What follows belongs to an exercise in optimizing a design on an open flow for small area, a short achievable clock period and few clock cycles per item; a production flow would make more cautious choices.
Function was checked by simulation only, so behaviour that the tests miss may differ from the original.
No activity file was given, so power comes from the tool's default toggle rates.

==> design/flow/design.v <==
`timescale 1ns / 1ps
package itaf_pkg;
    localparam logic [6:0] MAX_CHARS = 7'd64;
endpackage
`timescale 1ns / 1ps
`timescale 1ns / 1ps
`timescale 1ns / 1ps
`timescale 1ns / 1ps
module integer_to_ascii_formatter
#(
    parameter int VALUE_WIDTH = 64
)
(
    input  logic                   clk,
    input  logic                   rst_n,
    input  logic                   item_valid,
    output logic                   item_stall,
    input  logic [VALUE_WIDTH-1:0] value,
    input  logic [1:0]             base_select,
    input  logic [6:0]             min_width,
    input  logic [5:0]             min_digits,
    input  logic                   signed_mode,
    input  logic                   left_justify,
    input  logic                   zero_pad,
    input  logic                   plus_sign,
    input  logic                   space_sign,
    input  logic                   alt_prefix,
    input  logic                   lower_case,
    output logic                   char_valid,
    input  logic                   char_stall,
    output logic [7:0]             out_char,
    output logic                   last_char
);
    localparam int NN = 22;         
    localparam int CW = 4 * (NN - 1);  
    localparam int RW = CW + 1;     
    localparam int S_LEAD  = 0;
    localparam int S_SIGN  = 1;
    localparam int S_P0    = 2;
    localparam int S_PX    = 3;
    localparam int S_ZERO  = 4;
    localparam int S_DIG   = 5;
    localparam int S_TRAIL = 6;
    localparam logic [2:0] C_EMPTY = 3'd0;
    localparam logic [2:0] C_NEG   = 3'd1;    
    localparam logic [2:0] C_NEG2  = 3'd6;    
    localparam logic [2:0] C_CONV  = 3'd2;
    localparam logic [2:0] C_PLAN1 = 3'd3;
    localparam logic [2:0] C_PLAN2 = 3'd4;
    localparam logic [2:0] C_READY = 3'd5;
    logic [2:0]    c_state;
    logic          c_busy;
    logic          c_rdy;        
    logic          free;         
    logic          free_reg;
    logic          stall_reg;    
    logic [RW-1:0] c_r;
    logic [4:0]    c_step;
    logic          c_started;
    logic [1:0]    f_base;
    logic [6:0]    f_w;
    logic [5:0]    f_p;
    logic          f_sm, f_lj, f_zp, f_ps, f_ss, f_alt, f_lc;
    logic          f_neg;
    logic          f_cy;         
    logic [1:0]    d_sign;       
    logic          d_hs, d_p0, d_px, d_zpe;
    logic [7:0]    d_wf;         
    logic [5:0]    d_pc;         
    logic [4:0]    p_nd;
    logic [7:0]    a_wf;
    logic [5:0]    a_pc;
    logic [6:0]    p_pad;
    logic [6:0]    p_n2;
    logic          e_act;
    logic [6:0]    e_seg;
    logic [6:0]    e_cnt;
    logic          e_one;        
    logic          e_nt;         
    logic          e_n2one, e_ndone, e_n3one;    
    logic [RW-1:0] e_dig;
    logic [6:0]    e_n2;
    logic [4:0]    e_nd;
    logic [6:0]    e_n3;
    logic [1:0]    e_sign;
    logic          e_hs, e_p0, e_px, e_lc;
    logic          cv_reg;
    logic [7:0]    oc_reg;
    logic          lc_reg;
    logic          sv_reg;       
    logic [7:0]    sc_reg;
    logic          sl_reg;
    logic          take;
    logic          handoff;
    logic          in_neg, in_dec;
    logic [63:0]   raw, mag;
    logic [RW-1:0] lay, lay_in;
    logic          is_dec, is_hex, is_oct;
    logic          skip;
    logic [RW-1:0] dab;
    logic [1:0]    fixed;
    logic [6:0]    wc;
    assign free   = free_reg;
    assign take   = free && item_valid;
    assign is_oct = (f_base == 2'd0);
    assign is_dec = (f_base == 2'd1);
    assign is_hex = f_base[1];
    assign raw    = c_r[CW-1 -: 64];
    assign mag    = {~raw[63:32] + {31'd0, f_cy}, raw[31:0]};
    assign in_neg = signed_mode && value[63];
    assign in_dec = (base_select == 2'd1);
    function automatic logic [RW-1:0] layout(input logic [63:0] m, input logic [1:0] b);
        layout = '0;
        if (b == 2'd1)
            layout[CW-1 -: 64] = m;
        else if (b[1])
            layout[63:0] = m;
        else
        begin
            for (int j = 0; j < NN - 1; j++)
                layout[4*j +: 3] = m[3*j +: 3];
            layout[CW] = m[63];
        end
    endfunction
    assign lay    = (c_state == C_NEG2) ? layout(mag, f_base)
                                       : layout(value, in_neg ? 2'd1 : base_select);
    assign lay_in = lay;
    function automatic logic [3:0] add3(input logic [3:0] x);
        add3[3] = x[3] | (x[2] & x[0]) | (x[2] & x[1]);
        add3[2] = (x[3] & x[0]) | (x[2] & !x[1] & !x[0]);
        add3[1] = (x[3] & !x[0]) | (!x[2] & x[1]) | (x[1] & x[0]);
        add3[0] = (!x[3] & !x[2] & x[0]) | (x[2] & x[1] & !x[0]) | (x[3] & !x[0]);
    endfunction
    logic [NN-1:0] dmask;
    always_comb
        for (int j = 0; j < NN; j++)
            dmask[j] = (j <= 4) || (c_step >= 5'(j - 4));
    always_comb
    begin
        dab = c_r;
        for (int u = 0; u < 4; u++)
        begin
            for (int j = 0; j < NN - 1; j++)
            begin
                if (j <= 4 || dmask[j])
                    dab[4*j +: 4] = add3(dab[4*j +: 4]);
            end
            dab[CW-1:0] = {dab[CW-2:0], dab[CW-1]};
        end
    end
    assign skip = !c_started && (c_r[CW-1 -: 16] == 16'd0);
    logic [4:0] nd_calc;
    logic [6:0] pad_calc, n2_calc;
    logic [7:0] q_m_nd;
    assign fixed = 2'(d_hs) + 2'(d_p0) + 2'(d_px);
    always_comb
    begin
        nd_calc = 5'd1;
        for (int j = 0; j < NN; j++)
            if ((j == NN - 1) ? c_r[CW] : (c_r[4*j +: 4] != 4'd0))
                nd_calc = 5'(j + 1);
    end
    logic [7:0] x1_s, x2_s, x3_s;
    logic       gt, sel;
    always_comb
    begin
        x1_s     = a_wf - {3'b000, p_nd};
        x2_s     = {2'b00, a_pc} - {3'b000, p_nd};
        x3_s     = a_wf - {2'b00, a_pc};
        gt       = ({1'b0, p_nd} > a_pc);
        sel      = d_zpe && !a_wf[7] && (a_wf[6:0] > {1'b0, a_pc});
        pad_calc = gt ? (x1_s[7] ? 7'd0 : x1_s[6:0]) : (x3_s[7] ? 7'd0 : x3_s[6:0]);
        q_m_nd   = sel ? x1_s : x2_s;
        n2_calc  = q_m_nd[7] ? 7'd0 : q_m_nd[6:0];
    end
    always_ff @(posedge clk)
    begin
        a_wf   <= d_wf;
        a_pc   <= d_pc;
    end
    assign wc = f_w[6] ? 7'd64 : f_w;
    always_ff @(posedge clk or negedge rst_n)
    begin
        if (!rst_n)
        begin
            c_state <= C_EMPTY;
            c_busy  <= 1'b0;
            c_rdy   <= 1'b0;
        end
        else
        begin
            c_rdy <= 1'b0;
            if (free)
            begin
                if (item_valid)
                begin
                    c_state <= in_neg ? C_NEG : in_dec ? C_CONV : C_PLAN1;
                    c_busy  <= 1'b1;
                end
                else
                begin
                    c_state <= C_EMPTY;
                    c_busy  <= 1'b0;
                end
            end
            else
            begin
                unique case (c_state)
                    C_NEG:
                        c_state <= C_NEG2;
                    C_NEG2:
                        c_state <= is_dec ? C_CONV : C_PLAN1;
                    C_CONV:
                        if ((skip && c_step == 5'd12) || (!skip && c_step == 5'd15))
                            c_state <= C_PLAN1;
                    C_PLAN1:
                        c_state <= C_PLAN2;
                    C_PLAN2:
                    begin
                        c_state <= C_READY;
                        c_rdy   <= 1'b1;
                    end
                    C_READY:
                        c_rdy   <= 1'b1;
                    default:
                    begin
                        c_state <= C_EMPTY;
                        c_busy  <= 1'b0;
                    end
                endcase
            end
        end
    end
    always_comb
    begin
        if (f_neg)                   d_sign = 2'd1;
        else if (f_sm && f_ps)       d_sign = 2'd2;
        else if (f_sm && f_ss)       d_sign = 2'd3;
        else                         d_sign = 2'd0;
        d_hs  = (d_sign != 2'd0);
        d_p0  = f_alt && !is_dec;
        d_px  = f_alt && is_hex;
        d_zpe = f_zp && !f_lj;
        d_wf  = {1'b0, wc} - {6'd0, fixed};
        d_pc  = ({1'b0, f_p} > (7'd64 - {5'd0, fixed})) ? 6'(7'd64 - {5'd0, fixed}) : f_p;
    end
    always_ff @(posedge clk)
    begin
        if (free)
            begin
                c_r       <= lay_in;
                c_step    <= 5'd0;
                c_started <= 1'b0;
                f_neg  <= in_neg;
                f_base <= base_select;
                f_w    <= min_width;
                f_p    <= min_digits;
                f_sm   <= signed_mode;
                f_lj   <= left_justify;
                f_zp   <= zero_pad;
                f_ps   <= plus_sign;
                f_ss   <= space_sign;
                f_alt  <= alt_prefix;
                f_lc   <= lower_case;
            end
        else
        case (c_state)
            C_NEG:
            begin
                c_r[CW-33 -: 32] <= ~raw[31:0] + 32'd1;
                f_cy             <= (raw[31:0] == 32'd0);
            end
            C_NEG2:
                c_r <= lay;
            C_CONV:
            begin
                if (skip)
                begin
                    c_r[CW-1:0] <= {c_r[CW-17:0], 16'd0};
                    c_step <= c_step + 5'd4;
                end
                else
                begin
                    c_r       <= dab;
                    c_step    <= c_step + 5'd1;
                    c_started <= 1'b1;
                end
            end
            C_PLAN1:
            begin
                p_nd  <= nd_calc;
            end
            C_PLAN2:
            begin
                p_pad <= pad_calc;
                p_n2  <= n2_calc;
            end
            default: ;
        endcase
    end
    assign item_stall = stall_reg;
    logic       emit;
    logic       head_ld;
    logic       seg_end;
    logic       is_last;
    logic [6:0] pres_cur, pres_new;
    logic [6:0] nxt_seg, first_seg;
    logic [6:0] nxt_cnt, first_cnt;
    logic [3:0] dsel;
    logic [7:0] dchar, ch;
    logic [6:0] n1_new, n3_new;
    assign emit    = e_act && !sv_reg;
    assign head_ld = !cv_reg || !char_stall;
    assign seg_end = e_one;
    assign is_last = e_one && (e_seg[S_TRAIL] || (e_seg[S_DIG] && e_nt));
    assign handoff = c_busy && free_reg;
    logic [6:0] seg_nx;
    logic       one_nx, nt_nx, act_nx, sv_nx, busy_nx, rdy_nx, free_nx;
    always_comb
    begin
        seg_nx = e_seg;
        one_nx = e_one;
        nt_nx  = e_nt;
        if (handoff)
        begin
            seg_nx = first_seg;
            one_nx = (first_cnt == 7'd1);
            nt_nx  = (n3_new == 7'd0);
        end
        else if (emit)
        begin
            if (seg_end)
            begin
                seg_nx = nxt_seg;
                one_nx = (nxt_seg[S_ZERO] && e_n2one) || (nxt_seg[S_DIG] && e_ndone)
                      || (nxt_seg[S_TRAIL] && e_n3one) || nxt_seg[S_SIGN] || nxt_seg[S_P0] || nxt_seg[S_PX];
            end
            else
                one_nx = (e_cnt == 7'd2);
        end
        act_nx  = handoff || (e_act && !(emit && is_last));
        sv_nx   = !head_ld && (emit || sv_reg);
        busy_nx = free ? item_valid
                       : (c_busy && (c_state == C_NEG || c_state == C_NEG2 || c_state == C_CONV || c_state == C_PLAN1
                                     || c_state == C_PLAN2 || c_state == C_READY));
        rdy_nx  = !free && (c_state == C_PLAN2 || c_state == C_READY);
        free_nx = !busy_nx || (rdy_nx && (!act_nx || (!sv_nx && one_nx
                                                      && (seg_nx[S_TRAIL] || (seg_nx[S_DIG] && nt_nx)))));
    end
    assign pres_cur = {e_n3 != 7'd0, 1'b1, e_n2 != 7'd0, e_px, e_p0, e_hs, 1'b0};
    assign n1_new   = (!f_lj && !d_zpe) ? p_pad : 7'd0;
    assign n3_new   = f_lj ? p_pad : 7'd0;
    assign pres_new = {1'b0, 1'b1, p_n2 != 7'd0, d_px, d_p0, d_hs, n1_new != 7'd0};
    always_comb
    begin
        logic [6:0] after;
        logic       found;
        after = '0;
        for (int k = 1; k < 7; k++)
            after[k] = after[k-1] | e_seg[k-1];
        nxt_seg = '0;
        found   = 1'b0;
        for (int k = 0; k < 7; k++)
            if (!found && after[k] && pres_cur[k])
            begin
                nxt_seg[k] = 1'b1;
                found      = 1'b1;
            end
        first_seg = '0;
        found     = 1'b0;
        for (int k = 0; k < 7; k++)
            if (!found && pres_new[k])
            begin
                first_seg[k] = 1'b1;
                found        = 1'b1;
            end
    end
    always_comb
    begin
        nxt_cnt = 7'd1;
        if (nxt_seg[S_ZERO])  nxt_cnt = e_n2;
        if (nxt_seg[S_DIG])   nxt_cnt = {2'b00, e_nd};
        if (nxt_seg[S_TRAIL]) nxt_cnt = e_n3;
        first_cnt = 7'd1;
        if (first_seg[S_LEAD]) first_cnt = n1_new;
        if (first_seg[S_ZERO]) first_cnt = p_n2;
        if (first_seg[S_DIG])  first_cnt = {2'b00, p_nd};
    end
    always_comb
    begin
        dsel = 4'd0;
        for (int j = 0; j < NN; j++)
            if (e_cnt[4:0] == 5'(j + 1))
                dsel = (j == NN - 1) ? {3'b000, e_dig[CW]} : e_dig[4*j +: 4];
        dchar = ((dsel < 4'd10) ? (8'h30 + {4'h0, dsel}) : (8'h37 + {4'h0, dsel})) | {2'b00, e_lc, 5'b00000};
    end
    always_comb
    begin
        ch = 8'h20;
        if (e_seg[S_SIGN])
            ch = (e_sign == 2'd1) ? 8'h2D : (e_sign == 2'd2) ? 8'h2B : 8'h20;
        if (e_seg[S_P0] || e_seg[S_ZERO])
            ch = 8'h30;
        if (e_seg[S_PX])
            ch = e_lc ? 8'h78 : 8'h58;
        if (e_seg[S_DIG])
            ch = dchar;
    end
    always_ff @(posedge clk or negedge rst_n)
    begin
        if (!rst_n)
        begin
            e_act    <= 1'b0;
            cv_reg   <= 1'b0;
            sv_reg   <= 1'b0;
            free_reg  <= 1'b1;
            stall_reg <= 1'b0;
        end
        else
        begin
            free_reg  <= free_nx;
            stall_reg <= !free_nx;
            if (head_ld)
            begin
                cv_reg <= sv_reg || emit;
                sv_reg <= 1'b0;
            end
            else if (emit)
                sv_reg <= 1'b1;
            if (handoff)
                e_act <= 1'b1;
            else if (emit && is_last)
                e_act <= 1'b0;
        end
    end
    always_ff @(posedge clk)
    begin
        if (head_ld)
        begin
            oc_reg <= sv_reg ? sc_reg : ch;
            lc_reg <= sv_reg ? sl_reg : is_last;
        end
        if (!head_ld && !sv_reg)
        begin
            sc_reg <= ch;
            sl_reg <= is_last;
        end
        e_seg <= seg_nx;
        e_one <= one_nx;
        e_nt  <= nt_nx;
        if (handoff)
        begin
            e_cnt  <= first_cnt;
            e_n2one <= (p_n2 == 7'd1);
            e_ndone <= (p_nd == 5'd1);
            e_n3one <= (n3_new == 7'd1);
            e_dig  <= c_r;
            e_n2   <= p_n2;
            e_nd   <= p_nd;
            e_n3   <= n3_new;
            e_sign <= d_sign;
            e_hs   <= d_hs;
            e_p0   <= d_p0;
            e_px   <= d_px;
            e_lc   <= f_lc;
        end
        else if (emit)
        begin
            if (seg_end)
                e_cnt <= nxt_cnt;
            else
                e_cnt <= e_cnt - 7'd1;
        end
    end
    assign char_valid = cv_reg;
    assign out_char   = oc_reg;
    assign last_char  = lc_reg;
endmodule
==> design/flow/flow/run.sh <==
#!/bin/bash
# Standard layout, with the timing repair aiming at a setup margin of 6.0 ns.
set -euo pipefail
bash standard.sh SETUP_SLACK_MARGIN=6.0 finish > standard.log 2>&1
==> design/flow/standard.sh <==
#!/bin/bash
# synth_recipe.tcl (not shown) runs the flow's synth.tcl, then flattens the netlist and writes it again
# the make line also repeats each setting of config.mk as NAME=value (left out here)
make -C /OpenROAD-flow-scripts/flow DESIGN_CONFIG=/design/flow/config.mk WORK_HOME=/design/flow/orfs CLKGATE_MAP_FILE= SYNTH_SCRIPT=/design/flow/synth_recipe.tcl "${@:-finish}"
==> design/flow/config.mk <==
export PLATFORM = sky130hd
export DESIGN_NAME = integer_to_ascii_formatter
export DESIGN_NICKNAME = integer_to_ascii_formatter
export VERILOG_FILES = /design/flow/design.v
export SDC_FILE = /design/flow/constraint.sdc
export NUM_CORES = 4
export LEC_CHECK = 0
export ABC_AREA = 1
export CAP_MARGIN = 20
export CORE_MARGIN = 2
export CORE_UTILIZATION = 40
export SLEW_MARGIN = 20
export TNS_END_PERCENT = 0
==> design/flow/constraint.sdc <==
create_clock -name core_clock -period 10.0 [get_ports {clk}]
set_input_delay 2.0000 -clock core_clock [delete_from_list [all_inputs] [get_ports {clk}]]
set_output_delay 2.0000 -clock core_clock [all_outputs]
set_load 0.01 [all_outputs]
==> qor.csv, run 1 <==
metric,value,unit
Fin Clk Skew,0.0290,ns
register area share after synthesis,34.2,%
Tot GR Track Use,29.9,%
RSZ-0062 raised after global routing,yes,
vias in the first global route,25400,
FILL cells,6554,
antenna-violating nets left,0,
critical path type,input port to flip-flop,
CP required,10.33,ns
Die Y,257,um
LEAKAGE,12.6,nW
Crit Path Max Fanout,43,
CTS sink cnt,302,
pin count of the biggest net entering global routing,69,
Starting DRT DRC Count,3631,
synthesized cell area,25700,um2
"Min Clock Period, post-route",3.96,ns
hold crit path type,flip-flop to flip-flop,
async set-reset flop share out of synthesis,2.98,%
Starting Density,40.6,%
cell taking the most area after synthesis,edfxtp_1,
clock slew at reported path FFs,0.07,ns
Yosys top cell area share,31.4,%
Final Instance Count excl. Fillers,4722,
endpoint class of the critical path,flip-flop,
"Area growth, synth to finish",14.3,%
maximum vdd drop,0.134,mV
Post-Synthesis Net Count,3912,
Layout Nets,3988,
CP arrival,4.29,ns
count of pins over their slew limit,0,
Die ar.,66300,um2
Cell variety after synth,81,
initial antenna violation count,3,
vias per cell,5.87,
met1 Resource Use GR,40.1,%
total CTS buffers,37,
cell with the most instances after synthesis,nand2_1,
synthesized instance count,3771,
Die W,257,um
clk buf depth,3,
Area contributors post-synth,"edfxtp_1, nand2_1, inv_1",
grt ovf,0,
Port Buf Inserts,99,
Post-Route WL,102000,um
residual DRC count,0,
max cap viols,0,
share of cells above drive strength 1,8.10,%
Syn. warnings,1,
Peak Freq,0.253,GHz
hold slack final,0.452,ns
Clock Latency Late Sink,0.57,ns
H-tree levels,2,
final hold vios,0,
DR vias,27700,
I/O Pins,101,
Slew @ Worst Pin,1.18,ns
TritonRoute pass-1 iters,9,
Worst Setup Start Kind,input port,
Commonest cells post-synth,"nand2_1, inv_1, nor2_1",
Seq cells post-synth,302,
"Hold-fix buffers, CTS",0,
"Cell Area, Placed",27400,um2
fin crit share,39.6,%
Rows,92,
CTS tree,built,
first-pass GRT wire length,153000,um
post-DP HPWL,76800,um
Power Total,0.0105,W
design area,29400,um2
Setup Viol. Count Final,0,
core area,63300,um2
M2 GR Usage,44.8,%
Wirelength per Cell,21.6,um
status,timing/DRC/antenna clean,
routability cong.,1.02,
DP Cell Count,4605,
PwrDens,356,nW/um2
Top Registers,"c_r (85), e_dig (85), a_wf (8)",
number of synthesized flops with an enable pin,269,
met3 GRT Util,8.48,%
top_reg_cell synth,edfxtp_1,
Avg Synthesized Cell Area,6.81,um2
setup TNS,0,ns
Max-slew headroom,20.5,%
Clock Tree Root,clkbuf_16,
gr busiest metal,met2,
[stage by stage]
step,setup slack (ns),util [%]
final,6.04,46.4
after global routing,5.92,46.4
after CTS,5.86,45.4
after detailed placement,4.39,43.3
after global placement,4.53,43.3
after floorplan,6.45,-
[critical path: stages]
cell and delay, ns:
clkdlybuf4s50_1 0.54, nand2_1 0.15, nand2_1 0.12, buf_6 0.36
inv_4 0.18, buf_6 0.25, o21ai_0 0.12, o21ai_0 0.10
a21oi_1 0.14, a21oi_1 0.06, o22ai_1 0.13, inv_1 0.06
[logic make-up after synthesis]
kind of cell	count (synthesis)	synth area share [%]
AOI/OAI and AO/OA	1060	25.0
xor gates and xnor gates	47	1.60
adders and majority gates	51	2.63
buffers and inverters	712	10.6
DFF	302	34.2
muxes	2	0.0779
other	1	0.0146
and+or+nand+nor	1596	26.0
[timing repair]
action / CTS / global route
buffers inserted: 0 / 48
pin swaps: 0 / 14
resized for setup: 22 / 79
endpoints found under the setup margin: 95 / 94
[metal layers]
metal / up-vias / part of all wire, %
li1: 13100 / -
met1: 12700 / 41
met2: 1607 / 42
met3: 353 / 12
met4: 4 / 4.9
met5: - / 0.018
[cell usage in the layout, fill, tap and decap left out, types with 15 or more instances in the layout]
cell             count
clkbuf_16           38
o21ai_0            290
a22oi_1             21
xor2_1              40
a21oi_1            303
nand2_1            791
a21oi_2             19
nand3_1            181
a221oi_1            15
nor2_1             423
inv_2               38
edfxtp_1           269
clkdlybuf4s50_1     98
o21ai_1             72
buf_4               66
nand4_1             30
inv_1              515
a31oi_1             36
o2111ai_1           15
or2_2               18
dfxtp_1             19
nor2_2              15
o221ai_1            30
o22ai_1             75
nor3_1              50
o211ai_1            58
nor4_1              16
ha_1                43
[layout make-up]
cell class | count | area, um2 | share of cell area, %
Clock inverter | 21 | 246 | 0.839
Inverter | 575 | 2200 | 7.48
Clock buffer | 46 | 991 | 3.37
Multi-Input combinational cell | 2757 | 14500 | 49.3
Timing Repair Buffer | 174 | 1610 | 5.48
Tap cell | 846 | 1060 | 3.60
Antenna cell | 1 | 2.50 | 0.00852
Sequential cell | 302 | 8800 | 30.0
[power breakdown]
| group | internal [W] | leakage [nW] | switching (W) |
|---|---|---|---|
| clock network | 0.000836 | 0.599 | 0.000574 |
| registers | 0.00208 | 2.95 | 0.000736 |
| logic | 0.00193 | 9.05 | 0.00431 |
| total | 0.00484 | 12.6 | 0.00562 |
[path summary, 6_finish.rpt]
| check | startpoint | endpoint | slack [ns] | depth (start not counted) |
|---|---|---|---|---|
| setup / recovery | value[63] | c_r[30] | 6.04 | 12 |
| hold reg to reg | p_nd[3] | e_nd[3] | 0.45 | 0 |
| min in group asynchronous | rst_n | cv_reg | 1.78 | 1 |
| hold / removal | p_nd[3] | e_nd[3] | 0.45 | 0 |
| max in group asynchronous | rst_n | free_reg | 7.87 | 1 |
| setup reg to reg | c_state[0] | c_r[57] | 6.06 | 14 |
Testbench counts, summed over its fixed seeds: cycles 50,561, items 3,200.
==> run 2: changes to the inputs <==
--- a/design/flow/design.v
+++ b/design/flow/design.v
@@ -52,4 +52,5 @@
     logic          c_busy;
     logic          c_rdy;        
+    logic          c_isneg, c_isneg2, c_isconv;
     logic          free;         
     logic          free_reg;
@@ -123,5 +124,5 @@
         end
     endfunction
-    assign lay    = (c_state == C_NEG2) ? layout(mag, f_base)
+    assign lay    = c_isneg2 ? layout(mag, f_base)
                                        : layout(value, in_neg ? 2'd1 : base_select);
     assign lay_in = lay;
@@ -180,54 +181,41 @@
     end
     assign wc = f_w[6] ? 7'd64 : f_w;
+    logic [2:0] st_nx;
+    always_comb
+    begin
+        st_nx = c_state;
+        if (free)
+            st_nx = !item_valid ? C_EMPTY : in_neg ? C_NEG : in_dec ? C_CONV : C_PLAN1;
+        else
+            unique case (c_state)
+                C_NEG:   st_nx = C_NEG2;
+                C_NEG2:  st_nx = is_dec ? C_CONV : C_PLAN1;
+                C_CONV:  if ((skip && c_step == 5'd12) || (!skip && c_step == 5'd15))
+                             st_nx = C_PLAN1;
+                C_PLAN1: st_nx = C_PLAN2;
+                C_PLAN2: st_nx = C_READY;
+                C_READY: st_nx = C_READY;
+                default: st_nx = C_EMPTY;
+            endcase
+    end
     always_ff @(posedge clk or negedge rst_n)
     begin
         if (!rst_n)
         begin
-            c_state <= C_EMPTY;
-            c_busy  <= 1'b0;
-            c_rdy   <= 1'b0;
+            c_state  <= C_EMPTY;
+            c_busy   <= 1'b0;
+            c_rdy    <= 1'b0;
+            c_isneg  <= 1'b0;
+            c_isneg2 <= 1'b0;
+            c_isconv <= 1'b0;
         end
         else
         begin
-            c_rdy <= 1'b0;
-            if (free)
-            begin
-                if (item_valid)
-                begin
-                    c_state <= in_neg ? C_NEG : in_dec ? C_CONV : C_PLAN1;
-                    c_busy  <= 1'b1;
-                end
-                else
-                begin
-                    c_state <= C_EMPTY;
-                    c_busy  <= 1'b0;
-                end
-            end
-            else
-            begin
-                unique case (c_state)
-                    C_NEG:
-                        c_state <= C_NEG2;
-                    C_NEG2:
-                        c_state <= is_dec ? C_CONV : C_PLAN1;
-                    C_CONV:
-                        if ((skip && c_step == 5'd12) || (!skip && c_step == 5'd15))
-                            c_state <= C_PLAN1;
-                    C_PLAN1:
-                        c_state <= C_PLAN2;
-                    C_PLAN2:
-                    begin
-                        c_state <= C_READY;
-                        c_rdy   <= 1'b1;
-                    end
-                    C_READY:
-                        c_rdy   <= 1'b1;
-                    default:
-                    begin
-                        c_state <= C_EMPTY;
-                        c_busy  <= 1'b0;
-                    end
-                endcase
-            end
+            c_state  <= st_nx;
+            c_busy   <= (st_nx != C_EMPTY);
+            c_rdy    <= (st_nx == C_READY);
+            c_isneg  <= (st_nx == C_NEG);
+            c_isneg2 <= (st_nx == C_NEG2);
+            c_isconv <= (st_nx == C_CONV);
         end
     end
@@ -243,5 +231,6 @@
         d_zpe = f_zp && !f_lj;
         d_wf  = {1'b0, wc} - {6'd0, fixed};
-        d_pc  = ({1'b0, f_p} > (7'd64 - {5'd0, fixed})) ? 6'(7'd64 - {5'd0, fixed}) : f_p;
+        d_pc  = (fixed == 2'd3 && f_p[5:1] == 5'b11111) ? 6'd61
+              : (fixed[1] && f_p == 6'd63)             ? 6'd62 : f_p;
     end
     always_ff @(posedge clk)
@@ -265,13 +254,13 @@
             end
         else
-        case (c_state)
-            C_NEG:
+        begin
+            if (c_isneg)
             begin
                 c_r[CW-33 -: 32] <= ~raw[31:0] + 32'd1;
                 f_cy             <= (raw[31:0] == 32'd0);
             end
-            C_NEG2:
+            if (c_isneg2)
                 c_r <= lay;
-            C_CONV:
+            if (c_isconv)
             begin
                 if (skip)
@@ -287,15 +276,12 @@
                 end
             end
-            C_PLAN1:
-            begin
+            if (c_state == C_PLAN1)
                 p_nd  <= nd_calc;
-            end
-            C_PLAN2:
+            if (c_state == C_PLAN2)
             begin
                 p_pad <= pad_calc;
                 p_n2  <= n2_calc;
             end
-            default: ;
-        endcase
+        end
     end
     assign item_stall = stall_reg;
==> run 2 against run 1 <==
  * Still clean
  * Sequential cell count increased by 3
  * Via count down 1.3%
  * Area after synthesis shrank 1.4%
  * Critical path depth fell by 2
  * Wire length is 2.4% higher
  * Critical endpoint is now c_r[39]
==> qor.csv, run 2 <==
metric,value,unit,change
Tot GR Track Use,30.7,%,+0.85 points
Seq cells post-synth,305,,+0.99%
cell taking the most area after synthesis,edfxtp_1,,
endpoint class of the critical path,flip-flop,,
Rows,92,,unchanged
Port Buf Inserts,99,,unchanged
register area share after synthesis,35.0,%,+0.78 points
Die W,256,um,-0.69%
Avg Synthesized Cell Area,6.95,um2,+2.0%
I/O Pins,101,,unchanged
CP required,10.42,ns,+0.09 ns
Yosys top cell area share,31.9,%,+0.44 points
vias in the first global route,24800,,-2.2%
r2r setup slk,5.87,ns,-0.19 ns
hold path depth,0,,unchanged
hold path endpoint,a_pc[4],,
first-pass GRT wire length,154000,um,+0.17%
"most common cell after layout, fill and taps aside",nand2_1,,
LEAKAGE,12.3,nW,-2.3%
DR vias,27400,,-1.3%
Worst Setup Start Kind,flip-flop,,
n_diodes,0,,-1
Post-Synthesis Net Count,3779,,-3.4%
Power Total,0.0106,W,+1.2%
Syn. warnings,1,,unchanged
vias per cell,5.94,,+1.2%
"Min Clock Period, post-route",4.13,ns,+0.178 ns
initial antenna violation count,0,,-3
min-delay src,f_p[4],,
Commonest cells post-synth,"nand2_1, inv_1, nor2_1",,
cell with the most instances after synthesis,nand2_1,,
residual DRC count,0,,unchanged
setup TNS,0,ns,unchanged
max cap viols,0,,unchanged
antenna-violating nets left,0,,unchanged
"most used cell, CP",buf_4,,
hold crit path type,flip-flop to flip-flop,,
grt ovf,0,,unchanged
Area contributors post-synth,"edfxtp_1, nand2_1, inv_1",,
Crit Path Max Fanout,49,,+14%
core area,62900,um2,-0.73%
maximum vdd drop,0.169,mV,+26%
CTS sink cnt,305,,+0.99%
count of pins over their slew limit,0,,unchanged
number of synthesized flops with an enable pin,269,,unchanged
total CTS buffers,39,,+5.4%
Top Registers,"c_r (85), e_dig (85), a_wf (8)",,
Slew @ Worst Pin,1.03,ns,-0.152 ns
FILL cells,6499,,-0.84%
synthesized instance count,3646,,-3.3%
Max-slew headroom,31.3,%,+11 points
"Cell Chain, Critical Path","buf_4, nor2_1, buf_4, clkinv_1, nor2_4, clkinv_2, buf_4, a211oi_1, a221oi_1, o311ai_1",,
Fin Clk Skew,0.0297,ns,+0.000683 ns
hold slack final,0.380,ns,-0.0723 ns
clk buf depth,3,,unchanged
routability cong.,1.03,,+1.1%
PwrDens,364,nW/um2,+2.4%
Setup Viol. Count Final,0,,unchanged
Starting DRT DRC Count,3767,,+3.7%
Post-Route WL,104000,um,+2.4%
"Area growth, synth to finish",14.6,%,
Die ar.,65400,um2,-1.4%
RR Endpoint,c_r[39],,
Die Y,256,um,-0.69%
RSZ-0062 raised after global routing,yes,,
share of cells above drive strength 1,8.01,%,-0.094 points
Worst path max stage delay,0.54,ns,about the same
Starting Density,40.3,%,-0.27 points
"slowest stage cell, crit path",clkinv_1,,
async set-reset flop share out of synthesis,3.93,%,+0.95 points
Reg-to-Reg Start,free_reg,,
TritonRoute pass-1 iters,7,,-2
fin crit share,41.3,%,+1.8 points
final hold vios,0,,unchanged
Worst R2R Path Depth,10,,-4
clock slew at reported path FFs,0.07,ns,about the same
Wirelength per Cell,22.7,um,+5.1%
CTS tree,built,,
Layout Nets,3860,,-3.2%
Cell variety after synth,87,,+7.4%
most frequent cells in the layout,"nand2_1, inv_1, nor2_1, o21ai_0, edfxtp_1",,
top_reg_cell synth,edfxtp_1,,
critical path type,flip-flop to flip-flop,,
Clock Latency Late Sink,0.60,ns,+0.03 ns
status,timing/DRC/antenna clean,,
post-DP HPWL,77700,um,+1.2%
pin count of the biggest net entering global routing,66,,-4.3%
Clock Tree Root,clkbuf_16,,
H-tree levels,2,,unchanged
Peak Freq,0.242,GHz,-4.3%
synthesized cell area,25300,um2,-1.4%
CP arrival,4.55,ns,+0.26 ns
## run 2: cell families (layout without fill, tap and decap cells)
| logic type | count (synthesis) | count (layout) | synth area share [%] |
|---|---|---|---|
| buffers and inverters | 731 | 843 | 11.1 |
| other | 1 | 1 | 0.0148 |
| multiplexers | 2 | 2 | 0.0790 |
| XOR/XNOR | 50 | 50 | 1.73 |
| adder cells (fa/ha/maj) | 43 | 43 | 2.27 |
| flip-flops | 305 | 305 | 35.0 |
| AND/OR/NAND/NOR | 1508 | 1508 | 24.8 |
| AO/OA/AOI/OAI | 1006 | 1006 | 25.0 |
## run 2: report_power, final
part | leakage [nW] | internal, W | total, W | switching (W)
sequential | 3.01 | 0.00221 | 0.00291 | 0.000692
clock | 0.643 | 0.000889 | 0.00150 | 0.000614
combinational | 8.66 | 0.00183 | 0.00617 | 0.00434
total | 12.3 | 0.00493 | 0.0106 | 0.00564
## run 2: critical path: cells and delay by family (launching register included)
| kind | cells | cell delay [ns] |
|---|---|---|
| AO/OA/AOI/OAI | 3 | 0.56 |
| buffers and inverters | 5 | 2.16 |
| AND/OR/NAND/NOR | 2 | 0.73 |
| flip-flops | 1 | 0.43 |
## run 2: worst max-delay path by stage
stage                              start         to  slack (ns)  depth (start not counted)
final                           free_reg    c_r[39]        5.87                         10
after floorplan                 free_reg  stall_reg        6.20                         10
after CTS                       free_reg    c_r[39]        5.87                         10
after detailed placement  base_select[1]    c_r[30]        3.20                         10
after global placement    base_select[1]    c_r[30]        2.95                         10
after global routing            e_cnt[1]  oc_reg[2]        5.83                         34
## run 2: timing repair
item | CTS | global route
gates cloned | 2 | 0
buffers inserted | 9 | 32
pin swaps | 2 | 6
endpoints found under the setup margin | 130 | 99
hold buffers | 0 | 0
resized for setup | 27 | 55
## run 2: cell type report
class | instances | area [um2] | area share, %
multi-input combinational | 2610 | 13900 | 47.9
sequential | 305 | 8870 | 30.5
timing repair inverter | 2 | 15.0 | 0.0517
tap | 846 | 1060 | 3.65
timing repair buffer | 167 | 1550 | 5.32
inverter | 602 | 2300 | 7.93
clock buffer | 52 | 1060 | 3.67
clock inverter | 20 | 283 | 0.974
## run 2: per-layer routing
layer	global-route usage, %	wire length, um	vias up
met5	0	0	-
met4	18.1	7430	0
met3	7.64	12300	428
met2	45.9	43500	1702
met1	40.3	41100	12500
li1	-	-	12700
## run 2: metrics by stage
step | cells | area (um2) | worst slack, ns | utilization, %
floorplan | 3646 | 25300 | 6.20 | -
global placement | 4488 | 27100 | 2.95 | 43.1
detailed placement | 4489 | 27100 | 3.20 | 43.1
CTS | 4572 | 28600 | 5.87 | 45.5
global route | 4604 | 29000 | 5.83 | 46.2
finish | 4604 | 29000 | 5.87 | 46.2
Testbench counts of run 2, summed over its fixed seeds: cycles 50,561, items 3,200.
==> run 3: changes to the inputs <==
--- a/design/flow/design.v
+++ b/design/flow/design.v
@@ -373,11 +373,29 @@
         if (first_seg[S_DIG])  first_cnt = {2'b00, p_nd};
     end
+    logic [127:0] dtab;
     always_comb
     begin
+        dtab = '0;
+        for (int j = 0; j < NN - 1; j++)
+            dtab[4*(j+1) +: 4] = e_dig[4*j +: 4];
+        dtab[4*NN +: 4] = {3'b000, e_dig[CW]};
         dsel = 4'd0;
         for (int j = 0; j < NN; j++)
             if (e_cnt[4:0] == 5'(j + 1))
-                dsel = (j == NN - 1) ? {3'b000, e_dig[CW]} : e_dig[4*j +: 4];
-        dchar = ((dsel < 4'd10) ? (8'h30 + {4'h0, dsel}) : (8'h37 + {4'h0, dsel})) | {2'b00, e_lc, 5'b00000};
+                dsel = dtab[4*(j+1) +: 4];
+        if (dsel[3] && (dsel[2] || dsel[1]))
+        begin
+            dchar[7:4] = e_lc ? 4'h6 : 4'h4;
+            unique case (dsel[2:0])
+                3'd2:    dchar[3:0] = 4'd1;
+                3'd3:    dchar[3:0] = 4'd2;
+                3'd4:    dchar[3:0] = 4'd3;
+                3'd5:    dchar[3:0] = 4'd4;
+                3'd6:    dchar[3:0] = 4'd5;
+                default: dchar[3:0] = 4'd6;
+            endcase
+        end
+        else
+            dchar = {4'h3, dsel};
     end
     always_comb
==> run 3 against run 2 <==
  * Largest cell class unchanged
  * Register-to-register slack better by 0.10 ns
  * Clock power about the same
  * Setup slack improved by 0.032 ns
  * Critical path type is now input port to flip-flop
  * Combinational power increased by 1%
  * Design area is 0.64% higher
  * Sequential share of layout area is 0.21 points lower
  * Clock skew is 0.0098 ns higher
  * Fmax rose by 0.78%
  * Die area decreased by 0.51%
==> qor.csv, run 3 <==
metric,value,unit,change
Crit Path Max Fanout,13,,-73%
CP required,10.32,ns,-0.10 ns
Cell variety after synth,79,,-9.2%
max cap viols,0,,unchanged
Layout Nets,3884,,+0.62%
initial antenna violation count,5,,+5
share of cells above drive strength 1,8.33,%,+0.32 points
first-pass GRT wire length,156000,um,+1.4%
Post-Route WL,107000,um,+2.2%
M2 GR Usage,48.4,%,+2.5 points
async set-reset flop share out of synthesis,3.93,%,unchanged
CTS sink cnt,305,,unchanged
Port Buf Inserts,99,,unchanged
Clock Tree Root,clkbuf_16,,
Syn. warnings,1,,unchanged
Starting DRT DRC Count,3918,,+4.0%
post-DP HPWL,79200,um,+1.9%
fin crit share,41.0,%,-0.32 points
Die W,255,um,-0.25%
clock slew at reported path FFs,0.06,ns,about the same
I/O Pins,101,,unchanged
switching share of power,53.3,%,about the same
Commonest cells post-synth,"nand2_1, inv_1, nor2_1",,
number of synthesized flops with an enable pin,269,,unchanged
core area,62700,um2,-0.18%
hold slack final,0.371,ns,-0.00852 ns
sequential power share,27.6,%,about the same
synthesized cell area,25200,um2,-0.51%
Rows,92,,unchanged
top_reg_cell synth,edfxtp_1,,
Peak Freq,0.244,GHz,+0.78%
total CTS buffers,38,,-2.6%
vias per cell,5.93,,-0.26%
met3 GRT Util,8.10,%,+0.46 points
Post-Synthesis Net Count,3796,,+0.45%
"Hold-fix buffers, CTS",0,,unchanged
Sw Pwr,0.00572,W,+1.3%
Tot GR Track Use,32.0,%,+1.3 points
hold crit path type,flip-flop to flip-flop,,
final hold vios,0,,unchanged
combinational power share,58.2,%,about the same
synthesized instance count,3664,,+0.49%
Slew @ Worst Pin,1.09,ns,+0.0615 ns
LEAKAGE,12.4,nW,+0.46%
cell with the most instances after synthesis,nand2_1,,
cell-internal power,0.00500,W,+1.4%
Final Util,46.6,%,+0.38 points
vias in the first global route,25000,,+0.57%
Die ar.,65000,um2,-0.51%
status,timing/DRC/antenna clean,,
routability cong.,1.03,,-0.60%
maximum vdd drop,0.272,mV,+61%
Clock Latency Late Sink,0.58,ns,-0.02 ns
cell taking the most area after synthesis,edfxtp_1,,
grt ovf,0,,unchanged
residual DRC count,0,,unchanged
Max-slew headroom,27.1,%,-4.1 points
Worst Setup Start Kind,input port,,
register area share after synthesis,35.1,%,+0.18 points
PwrDens,367,nW/um2,+0.72%
CP arrival,4.42,ns,-0.13 ns
Yosys top cell area share,32.0,%,+0.16 points
Power Total,0.0107,W,+1.4%
Wirelength per Cell,23.0,um,+1.6%
gr busiest metal,met2,,
count of pins over their slew limit,0,,unchanged
"Area growth, synth to finish",15.9,%,
Die Y,255,um,-0.25%
CTS tree,built,,
H-tree levels,2,,unchanged
setup TNS,0,ns,unchanged
RSZ-0062 raised after global routing,yes,,
antenna-violating nets left,0,,unchanged
clk buf depth,3,,unchanged
Clk pwr share,14.2,%,about the same
FILL cells,6369,,-2.0%
DR vias,27400,,+0.28%
"most common cell after layout, fill and taps aside",nand2_1,,
"Min Clock Period, post-route",4.10,ns,-0.0320 ns
endpoint class of the critical path,flip-flop,,
Top Registers,"c_r (85), e_dig (85), a_wf (8)",,
Setup Viol. Count Final,0,,unchanged
Area contributors post-synth,"edfxtp_1, nand2_1, inv_1",,
met1 Resource Use GR,42.1,%,+1.8 points
TritonRoute pass-1 iters,8,,+1
pin count of the biggest net entering global routing,75,,+14%
Avg Synthesized Cell Area,6.88,um2,-1.0%
Seq cells post-synth,305,,unchanged
Starting Density,40.2,%,-0.13 points
most frequent cells in the layout,"nand2_1, inv_1, nor2_1, edfxtp_1, o21ai_0",,
Fin Clk Skew,0.0395,ns,+0.00981 ns
critical path type,input port to flip-flop,,
[run 3: cell types whose count changed after synthesis, moves of 12 or more]
cell | before | now
o21ai_1 | 51 | 63
nand2_1 | 710 | 744
inv_2 | 26 | 39
o22ai_1 | 75 | 87
o21ai_0 | 289 | 265
[run 3: repair_timing]
item | 4_1_cts | 5_1_grt
resized for setup | 22 | 90
buffers inserted | 4 | 33
cloned | 0 | 5
pin swaps | 1 | 15
endpoints found under the setup margin | 90 | 96
[run 3: worst paths after layout]
path / from / end / slack (ns) / depth (start not counted)
worst max-delay path: base_select[1] / c_r[47] / 5.90 / 13
worst min-delay path: f_p[2] / a_pc[2] / 0.37 / 0
worst min register to register: f_p[2] / a_pc[2] / 0.37 / 0
max in group asynchronous: rst_n / c_state[1] / 7.67 / 1
min in group asynchronous: rst_n / cv_reg / 1.87 / 1
worst max register to register: c_r[21] / p_nd[1] / 5.97 / 11
[run 3: final cells by class]
class                   count  area [um2]  share of cell area, %
clock inverters            23         322                   1.10
clock buffers              46        1030                   3.53
repair buffers            172        1740                   5.94
flip-flops and latches    305        8860                   30.3
inverters                 629        2390                   8.17
well taps                 846        1060                   3.62
multi-input cells        2606       13800                   47.3
diodes                      2        5.00                 0.0171
[run 3: critical path, cell delays in order]
cell	delay (ns)
clkdlybuf4s50_1	0.51
buf_12	0.16
clkinvlp_4	0.12
buf_12	0.17
a21oi_4	0.16
buf_12	0.15
clkinvlp_4	0.13
buf_6	0.18
a32o_1	0.22
a22oi_1	0.12
o21ai_0	0.12
a22oi_1	0.23
o211ai_1	0.13
[run 3: kinds of logic (layout without fill, tap and decap cells)]
family	after synthesis	in the layout	synth area share, %
muxes	2	2	0.0794
AOI/OAI and AO/OA	973	973	24.2
adders and majority gates	42	42	2.23
other	1	3	0.0149
buffers and inverters	753	870	11.4
xor gates and xnor gates	47	47	1.63
DFF	305	305	35.1
and+or+nand+nor	1541	1541	25.3
[run 3: layer usage]
layer / share of wire [%] / up-vias / routed length, um
met5: 0.086 / - / 92
met4: 6.4 / 6 / 6770
met3: 12 / 402 / 12900
met2: 42 / 1695 / 44400
met1: 40 / 12600 / 42500
li1: - / 12700 / -
[run 3: power by group through the flow]
stage	clock network (W)	logic [W]	registers, W
floorplan	0	0.00425	0.00253
global placement	0	0.00584	0.00293
detailed placement	0	0.00586	0.00293
CTS	0.00152	0.00591	0.00291
global route	0.00157	0.00690	0.00298
finish	0.00152	0.00624	0.00296
[run 3: per-stage QoR]
step                      area [um2]  std cells  setup slack [ns]
after global routing           29200       4627              5.86
after global placement         27000       4515              4.67
after CTS                      28500       4588              5.77
final                          29200       4629              5.90
after detailed placement       27000       4515              4.69
after floorplan                25200       3664              6.17
Testbench counts of run 3, summed over its fixed seeds: cycles 50,561, items 3,200.
==> run 4: changes to the inputs <==
--- a/design/flow/design.v
+++ b/design/flow/design.v
@@ -58,5 +58,5 @@
     logic [RW-1:0] c_r;
     logic [4:0]    c_step;
-    logic          c_started;
+    logic          c_skip;
     logic [1:0]    f_base;
     logic [6:0]    f_w;
@@ -150,5 +150,18 @@
         end
     end
-    assign skip = !c_started && (c_r[CW-1 -: 16] == 16'd0);
+    assign skip = c_skip;
+    logic [RW-1:0] c_r_d, negl;
+    logic          c_r_en;
+    always_comb
+    begin
+        negl = c_r;
+        negl[CW-33 -: 32] = ~raw[31:0] + 32'd1;
+        c_r_d = ({RW{free}}                & lay_in)
+              | ({RW{c_isneg}}             & negl)
+              | ({RW{c_isneg2}}            & lay)
+              | ({RW{c_isconv && c_skip}}  & {c_r[CW], c_r[CW-17:0], 16'd0})
+              | ({RW{c_isconv && !c_skip}} & dab);
+        c_r_en = free || c_isneg || c_isneg2 || c_isconv;
+    end
     logic [4:0] nd_calc;
     logic [6:0] pad_calc, n2_calc;
@@ -235,10 +248,12 @@
     end
     always_ff @(posedge clk)
+        if (c_r_en)
+            c_r <= c_r_d;
+    always_ff @(posedge clk)
     begin
         if (free)
             begin
-                c_r       <= lay_in;
                 c_step    <= 5'd0;
-                c_started <= 1'b0;
+                c_skip    <= in_dec && !in_neg && (value[63:48] == 16'd0);
                 f_neg  <= in_neg;
                 f_base <= base_select;
@@ -256,24 +271,8 @@
         begin
             if (c_isneg)
-            begin
-                c_r[CW-33 -: 32] <= ~raw[31:0] + 32'd1;
-                f_cy             <= (raw[31:0] == 32'd0);
-            end
-            if (c_isneg2)
-                c_r <= lay;
+                f_cy <= (raw[31:0] == 32'd0);
             if (c_isconv)
-            begin
-                if (skip)
-                begin
-                    c_r[CW-1:0] <= {c_r[CW-17:0], 16'd0};
-                    c_step <= c_step + 5'd4;
-                end
-                else
-                begin
-                    c_r       <= dab;
-                    c_step    <= c_step + 5'd1;
-                    c_started <= 1'b1;
-                end
-            end
+                c_step <= c_step + (c_skip ? 5'd4 : 5'd1);
+            c_skip <= c_isconv && c_skip && (c_r[CW-17 -: 16] == 16'd0);
             if (c_state == C_PLAN1)
                 p_nd  <= nd_calc;
==> run 4 against run 3 <==
  * Setup slack worse by 0.092 ns
  * Critical path depth fell by 1
  * Area after synthesis rose by 0.73%
  * Critical endpoint is now c_r[36]
  * Count of clock-buffer cells in the layout rose by 4
  * Combinational power is 2% higher
  * Sequential power hardly changed
  * Clock power decreased by 11%
==> qor.csv, run 4 <==
metric,value,unit,change
most frequent cells in the layout,"nand2_1, inv_1, nor2_1, o21ai_0, edfxtp_1",,
Fin Clk Skew,0.0324,ns,-0.00715 ns
core area,63000,um2,+0.37%
routability cong.,1.03,,about the same
sequential power share,27.9,%,+0.3 points
Post-Synthesis Net Count,3772,,-0.63%
endpoint class of the critical path,flip-flop,,
Layout Nets,3818,,-1.7%
residual DRC count,0,,unchanged
number of synthesized flops with an enable pin,269,,unchanged
clk buf depth,3,,unchanged
total CTS buffers,37,,-2.6%
grt ovf,0,,unchanged
Worst path max stage delay,0.50,ns,about the same
setup TNS,0,ns,unchanged
Sw Pwr,0.00587,W,+2.7%
CTS tree,built,,
async set-reset flop share out of synthesis,3.93,%,unchanged
FILL cells,6517,,+2.3%
"Hold-fix buffers, CTS",0,,unchanged
share of cells above drive strength 1,7.24,%,-1.1 points
register area,8860,um2,about the same
synthesized instance count,3645,,-0.52%
maximum vdd drop,0.148,mV,-46%
final hold vios,0,,unchanged
antenna-violating nets left,0,,unchanged
LEAKAGE,11.7,nW,-5.1%
design area,28500,um2,-2.4%
"Cell Chain, Critical Path","clkdlybuf4s50_1, buf_12, clkinvlp_4, buf_4, a21oi_4, inv_1, buf_8, a21oi_1, o21ai_0, o211ai_1, o221ai_1, a311o_1",,
combinational power share,59.5,%,+1.3 points
CTS sink cnt,305,,unchanged
Starting DRT DRC Count,3777,,-3.6%
Rows,92,,unchanged
Top Registers,"c_r (85), e_dig (85), a_wf (8)",,
Clock Tree Root,clkbuf_16,,
Peak Freq,0.238,GHz,-2.2%
pin count of the biggest net entering global routing,67,,-11%
Max-slew headroom,26.3,%,-0.88 points
Slew @ Worst Pin,1.09,ns,+0.00432 ns
"most common cell after layout, fill and taps aside",nand2_1,,
Syn. warnings,1,,unchanged
post-DP HPWL,78700,um,-0.63%
first-pass GRT wire length,158000,um,+1.2%
Worst Setup Start Kind,input port,,
Die W,256,um,+0.36%
PwrDens,376,nW/um2,+2.4%
vias in the first global route,24700,,-1.2%
hold crit path type,flip-flop to flip-flop,,
Post-Route WL,107000,um,+0.21%
Port Buf Inserts,99,,unchanged
I/O Pins,101,,unchanged
area of the multi-input gates,13700,um2,-0.69%
DR vias,27300,,-0.63%
"Min Clock Period, post-route",4.19,ns,+0.0924 ns
initial antenna violation count,3,,-2
"slowest stage cell, crit path",clkdlybuf4s50_1,,
TritonRoute pass-1 iters,10,,+2
Crit Path Max Fanout,49,,+36
Seq cells post-synth,305,,unchanged
Clk pwr share,12.6,%,-1.6 points
Clock Latency Late Sink,0.58,ns,about the same
post-place setup slack,4.16,ns,-0.528 ns
Wirelength per Cell,23.4,um,+1.6%
Yosys top cell area share,31.8,%,-0.23 points
Die ar.,65500,um2,+0.72%
Avg Synthesized Cell Area,6.97,um2,+1.3%
CP required,10.34,ns,+0.02 ns
Starting Density,40.3,%,+0.15 points
"Cell Area, Placed",27100,um2,+0.34%
max cap viols,0,,unchanged
clock slew at reported path FFs,0.07,ns,about the same
vias per cell,5.97,,+0.79%
cell taking the most area after synthesis,edfxtp_1,,
top_reg_cell synth,edfxtp_1,,
Tot GR Track Use,31.5,%,-0.56 points
"Area growth, synth to finish",12.3,%,
H-tree levels,2,,unchanged
Commonest cells post-synth,"nand2_1, inv_1, nor2_1",,
fin crit share,41.9,%,+0.92 points
synthesized cell area,25400,um2,+0.73%
Area contributors post-synth,"edfxtp_1, nand2_1, inv_1",,
status,timing/DRC/antenna clean,,
Cell variety after synth,86,,+8.9%
register area share after synthesis,34.9,%,-0.26 points
critical path type,input port to flip-flop,,
count of pins over their slew limit,0,,unchanged
Setup Viol. Count Final,0,,unchanged
Setup WS post-layout,5.81,ns,-0.0924 ns
Die Y,256,um,+0.36%
switching share of power,54.8,%,+1.5 points
cell-internal power,0.00484,W,-3.2%
CP arrival,4.53,ns,+0.11 ns
cell with the most instances after synthesis,nand2_1,,
RSZ-0062 raised after global routing,yes,,
[run 4: changes by cell type after synthesis, sizes merged, moves of 15 or more]
cell and change:
o2111ai +27, a21oi +15, nand3 -15, inv +17, nand2 -62, a32o -20
o211ai +15, o21ai +53
[run 4: final timing paths]
check	start	end	slack, ns	cells after the start
min in group asynchronous	rst_n	cv_reg	1.83	1
max in group asynchronous	rst_n	c_busy	7.77	1
setup / recovery	base_select[1]	c_r[36]	5.81	12
hold / removal	f_p[4]	a_pc[4]	0.37	0
setup reg to reg	c_r[52]	c_r[74]	6.02	17
hold reg to reg	f_p[4]	a_pc[4]	0.37	0
[run 4: per-layer routing]
layer | vias to the layer above | part of all wire, % | GRT usage [%]
li1 | 12600 | - | -
met5 | - | 0.012 | 0
met4 | 2 | 6.1 | 14.8
met1 | 12400 | 40 | 42.1
met2 | 1767 | 41 | 46.1
met3 | 451 | 13 | 9.76
[run 4: power groups by stage]
stage               Combinational, W  Clock [W]  Sequential, W
finish                       0.00638    0.00135        0.00299
detailed placement           0.00613          0        0.00295
floorplan                    0.00446          0        0.00259
global placement             0.00611          0        0.00295
global route                 0.00704    0.00139        0.00302
CTS                          0.00618    0.00135        0.00293
[run 4: critical path, delay by kind of cell]
kind	cells	cell delay, ns
buffers and inverters	6	1.42
AO/OA/AOI/OAI	6	1.05
[run 4: kinds of logic (layout without fill, tap and decap cells)]
group                    count (synthesis)  count (layout)  share of synthesized area [%]
multiplexers                             2               2                         0.0788
adder cells (fa/ha/maj)                 37              37                           1.97
other                                    1               2                         0.0148
AND/OR/NAND/NOR                       1451            1451                           23.9
buffers and inverters                  761             832                           11.7
flip-flops                             305             305                           34.9
AO/OA/AOI/OAI                         1050            1051                           26.2
XOR/XNOR                                38              38                           1.31
[run 4: cell type report]
cell class                      instances  area share (%)
Antenna cell                            1         0.00878
Clock buffer                           50            3.71
Clock inverter                         15           0.342
Inverter                              634            8.45
Multi-Input combinational cell       2580            48.1
Sequential cell                       305            31.1
Tap cell                              846            3.71
Timing Repair Buffer                  132            4.56
Timing Repair inverter                  1          0.0176
[run 4: metrics by stage]
stage                     instances  total power [W]  util, %  hold WS (ns)
final                          4564           0.0107     45.3         0.370
after global routing           4564           0.0114     45.3         0.377
after CTS                      4559           0.0105     45.0         0.370
after detailed placement       4486          0.00908     43.0         0.359
after global placement         4486          0.00907     43.0         0.362
after floorplan                3645          0.00705        -         0.400
[run 4: repair_timing]
action,4_1_cts,5_1_grt
endpoints found under the setup margin,97,89
gates resized for setup,13,27
gates cloned,2,1
buffers inserted,6,3
pin swaps,2,2
Testbench counts of run 4, summed over its fixed seeds: cycles 50,561, items 3,200.
==> run 5: changes to the inputs <==
==> design/flow/flow/run.sh (replaced) <==
#!/bin/bash
# Standard layout, with the timing repair aiming at a setup margin of 6.5 ns.
set -euo pipefail
bash standard.sh SETUP_SLACK_MARGIN=6.5 finish > standard.log 2>&1
==> run 5 against run 4 <==
  * Largest cell class unchanged
  * Wire length increased by 0.46%
  * Setup slack improved by 0.55 ns
  * Sequential power about the same
  * Cell count increased by 1.5%
  * Register-to-register slack improved by 0.36 ns
  * Worst hold slack improved by 0.0044 ns
  * Fmax increased by 15%
  * Power increased by 4.1%
  * Count of clock-buffer cells in the layout decreased by 5
  * Clock power increased by 4%
  * Critical endpoint is now c_r[41]
==> qor.csv, run 5 <==
metric,value,unit,change
status,timing/DRC/antenna clean,,
Clock Latency Late Sink,0.59,ns,about the same
Final Util,47.0,%,+1.8 points
PwrDens,377,nW/um2,+0.21%
Layout Nets,3880,,+1.6%
Setup WS post-layout,6.35,ns,+0.549 ns
fin crit share,36.5,%,-5.5 points
Avg Synthesized Cell Area,6.97,um2,unchanged
DR vias,27700,,+1.6%
post-DP HPWL,78400,um,-0.28%
Syn. warnings,1,,unchanged
sequential power share,26.7,%,-1.2 points
routability cong.,1.07,,+4.6%
"Min Clock Period, post-route",3.65,ns,-0.549 ns
endpoint class of the critical path,flip-flop,,
cell taking the most area after synthesis,edfxtp_1,,
TritonRoute pass-1 iters,9,,-1
Worst R2R Path Depth,16,,-1
Tot GR Track Use,31.3,%,-0.19 points
Reg-to-Reg Start,c_r[20],,
"Hold-fix buffers, CTS",0,,unchanged
LEAKAGE,12.2,nW,+4.3%
cell-internal power,0.00509,W,+5.1%
combinational power share,60.7,%,+1.2 points
Die W,256,um,unchanged
Setup Viol. Count Final,0,,unchanged
share of cells above drive strength 1,10.9,%,+3.7 points
Commonest cells post-synth,"nand2_1, inv_1, nor2_1",,
Clock Tree Root,clkbuf_16,,
Clk pwr share,12.6,%,about the same
Starting Density,40.3,%,unchanged
Wirelength per Cell,23.2,um,-0.99%
clock slew at reported path FFs,0.06,ns,about the same
Rows,92,,unchanged
Fin Clk Skew,0.0367,ns,+0.00432 ns
H-tree levels,2,,unchanged
CTS tree,built,,
Post-Synthesis Net Count,3772,,unchanged
Die Y,256,um,unchanged
switching share of power,54.4,%,-0.42 points
Slew @ Worst Pin,1.07,ns,-0.0236 ns
pin count of the biggest net entering global routing,72,,+7.5%
Worst Setup Start Kind,input port,,
max cap viols,0,,unchanged
Area contributors post-synth,"edfxtp_1, nand2_1, inv_1",,
Cell variety after synth,86,,unchanged
hold path depth,0,,unchanged
"Cell Chain, Critical Path","dlygate4sd2_1, nand2_1, inv_2, a21oi_4, buf_12, buf_12, bufbuf_16, o21ai_0, a21oi_1, a211oi_1, o221ai_1",,
vias in the first global route,24900,,+0.75%
Crit Path Max Fanout,23,,-53%
synthesized instance count,3645,,unchanged
Seq cells post-synth,305,,unchanged
hold path endpoint,a_pc[5],,
CP arrival,3.94,ns,-0.59 ns
RSZ-0062 raised after global routing,yes,,
cell with the most instances after synthesis,nand2_1,,
first-pass GRT wire length,157000,um,-0.35%
grt ovf,0,,unchanged
"most common cell after layout, fill and taps aside",nand2_1,,
Peak Freq,0.274,GHz,+15%
most frequent cells in the layout,"nand2_1, inv_1, nor2_1, o21ai_0, edfxtp_1",,
Die ar.,65500,um2,unchanged
clk buf depth,3,,unchanged
Worst path max stage delay,0.33,ns,-0.17 ns
total CTS buffers,37,,unchanged
register area share after synthesis,34.9,%,unchanged
Power Total,0.0112,W,+4.1%
top_reg_cell synth,edfxtp_1,,
count of pins over their slew limit,0,,unchanged
residual DRC count,0,,unchanged
synthesized cell area,25400,um2,unchanged
Max-slew headroom,27.8,%,+1.6 points
maximum vdd drop,0.166,mV,+12%
Post-Route WL,107000,um,+0.46%
setup TNS,0,ns,unchanged
Sw Pwr,0.00607,W,+3.3%
Top Registers,"c_r (85), e_dig (85), a_wf (8)",,
vias per cell,5.98,,about the same
min-delay src,f_p[5],,
r2r setup slk,6.38,ns,+0.36 ns
critical path type,input port to flip-flop,,
hold crit path type,flip-flop to flip-flop,,
core area,63000,um2,unchanged
CP required,10.29,ns,-0.05 ns
CTS sink cnt,305,,unchanged
post-place setup slack,4.45,ns,+0.290 ns
Starting DRT DRC Count,3940,,+4.3%
"most used cell, CP",buf_12,,
number of synthesized flops with an enable pin,269,,unchanged
CP top delay family,buffers and inverters,,
Yosys top cell area share,31.8,%,unchanged
Port Buf Inserts,99,,unchanged
"Area growth, synth to finish",16.7,%,
initial antenna violation count,3,,unchanged
"slowest stage cell, crit path",dlygate4sd2_1,,
async set-reset flop share out of synthesis,3.93,%,unchanged
RR Endpoint,p_nd[0],,
worst path buffer plus inverter count,5,,-1
final hold vios,0,,unchanged
antenna-violating nets left,0,,unchanged
I/O Pins,101,,unchanged
## run 5: area by class of cell
type                       instances  area (um2)
sequential                       305        8880
antenna                            4        10.0
clock buffer                      45        1050
multi-input combinational       2580       14100
timing repair buffer             195        1940
fill                            6342       33300
tap                              846        1060
inverter                         634        2430
clock inverter                    22         195
## run 5: worst max-delay path by stage
stage	from	depth (start not counted)	to	slack, ns
3_5_place_dp	base_select[1]	11	c_r[26]	4.45
2_1_floorplan	free_reg	9	free_reg	6.45
4_1_cts	e_cnt[0]	35	oc_reg[1]	6.28
5_1_grt	e_cnt[0]	32	oc_reg[0]	6.26
3_3_place_gp	base_select[1]	11	c_r[26]	4.48
6_report	signed_mode	11	c_r[41]	6.35
## run 5: repair_timing
action / CTS / global route
pin swaps: 6 / 41
endpoints found under the hold margin: 0 / 0
setup endpoints to repair: 102 / 97
gates cloned: 4 / 2
buffers inserted: 13 / 52
gates resized for setup: 56 / 110
## run 5: kinds of logic after synthesis
| group | Yosys count | share of synthesized area [%] |
|---|---|---|
| simple gates | 1451 | 23.9 |
| compound gates | 1050 | 26.2 |
| buf+inv | 761 | 11.7 |
| flops | 305 | 34.9 |
| xor+xnor | 38 | 1.31 |
| fa+ha+maj | 37 | 1.97 |
| mux | 2 | 0.0788 |
| other cells | 1 | 0.0148 |
## run 5: per-stage QoR
stage	instance area (um2)	hold WS, ns	cells
final	29600	0.374	4631
after global routing	29600	0.393	4627
after CTS	28800	0.375	4573
after detailed placement	27100	0.367	4489
after global placement	27100	0.358	4489
after floorplan	25400	0.400	3645
## run 5: worst register-to-register path: stages (launching register included)
cell	delay [ns]
edfxtp_1	0.55
clkinvlp_4	0.26
ha_1	0.28
nand2_1	0.10
nor2_1	0.06
inv_1	0.18
nor2_1	0.10
o21ai_1	0.26
a21oi_1	0.13
o21ai_0	0.27
nand3_1	0.20
a21oi_1	0.35
o21ai_0	0.16
nand2_1	0.09
nand2_1	0.11
a21oi_1	0.16
nor2_1	0.07
## run 5: layer usage
layer  GRT usage, %  part of all wire (%)  up-vias  wire, um
li1               -                     -    12800         -
met1           41.5                    40    12700     42900
met2           45.6                    41     1768     44000
met3           9.61                    13      488     13700
met4           16.3                   6.3        2      6740
met5              0                 0.012        -        13
## run 5: power by group through the flow
stage          clock [W]  combinational [W]  sequential [W]
6_report         0.00141            0.00677         0.00298
5_1_grt          0.00146            0.00745         0.00300
4_1_cts          0.00141            0.00623         0.00292
3_5_place_dp           0            0.00611         0.00295
3_3_place_gp           0            0.00610         0.00295
2_1_floorplan          0            0.00446         0.00259

[port drivers added, routing unchanged]
How much do the figures lean on ideal ports? The routed layouts below were timed once more, with nothing changed but the port constraints.
Step 1, drivers: a clkbuf_16 drives clk and a buf_2 each remaining input, both assumed.
Step 2 adds t to the input delays and takes it off the output delays; t is the mean of the earliest and latest rising clock arrival at the registers after step 1. Input paths then give back, and output paths get back, about the clock's delay inside the block.
Slacks: ideal / step 1 / step 2; pairs: ideal / step 1.
| run | t, ns | setup slack, ns | hold slack, ns |
|---|---|---|---|
| run 1 | 0.611 | 6.043 / 6.031 / 5.420 | 0.452 / 0.452 / 0.452 |
| run 2 | 0.633 | 5.866 / 5.866 / 5.266 | 0.380 / 0.380 / 0.380 |
| run 3 | 0.623 | 5.898 / 5.933 / 5.310 | 0.371 / 0.371 / 0.371 |
| run 4 | 0.621 | 5.805 / 5.838 / 5.217 | 0.370 / 0.370 / 0.370 |
| run 5 | 0.625 | 6.355 / 6.377 / 5.757 | 0.374 / 0.374 / 0.374 |
After both steps setup and hold are still met in every run listed. For run 1, which loses most, drivers alone change the setup slack by -0.012 ns; drivers and shift together by -0.623 ns.
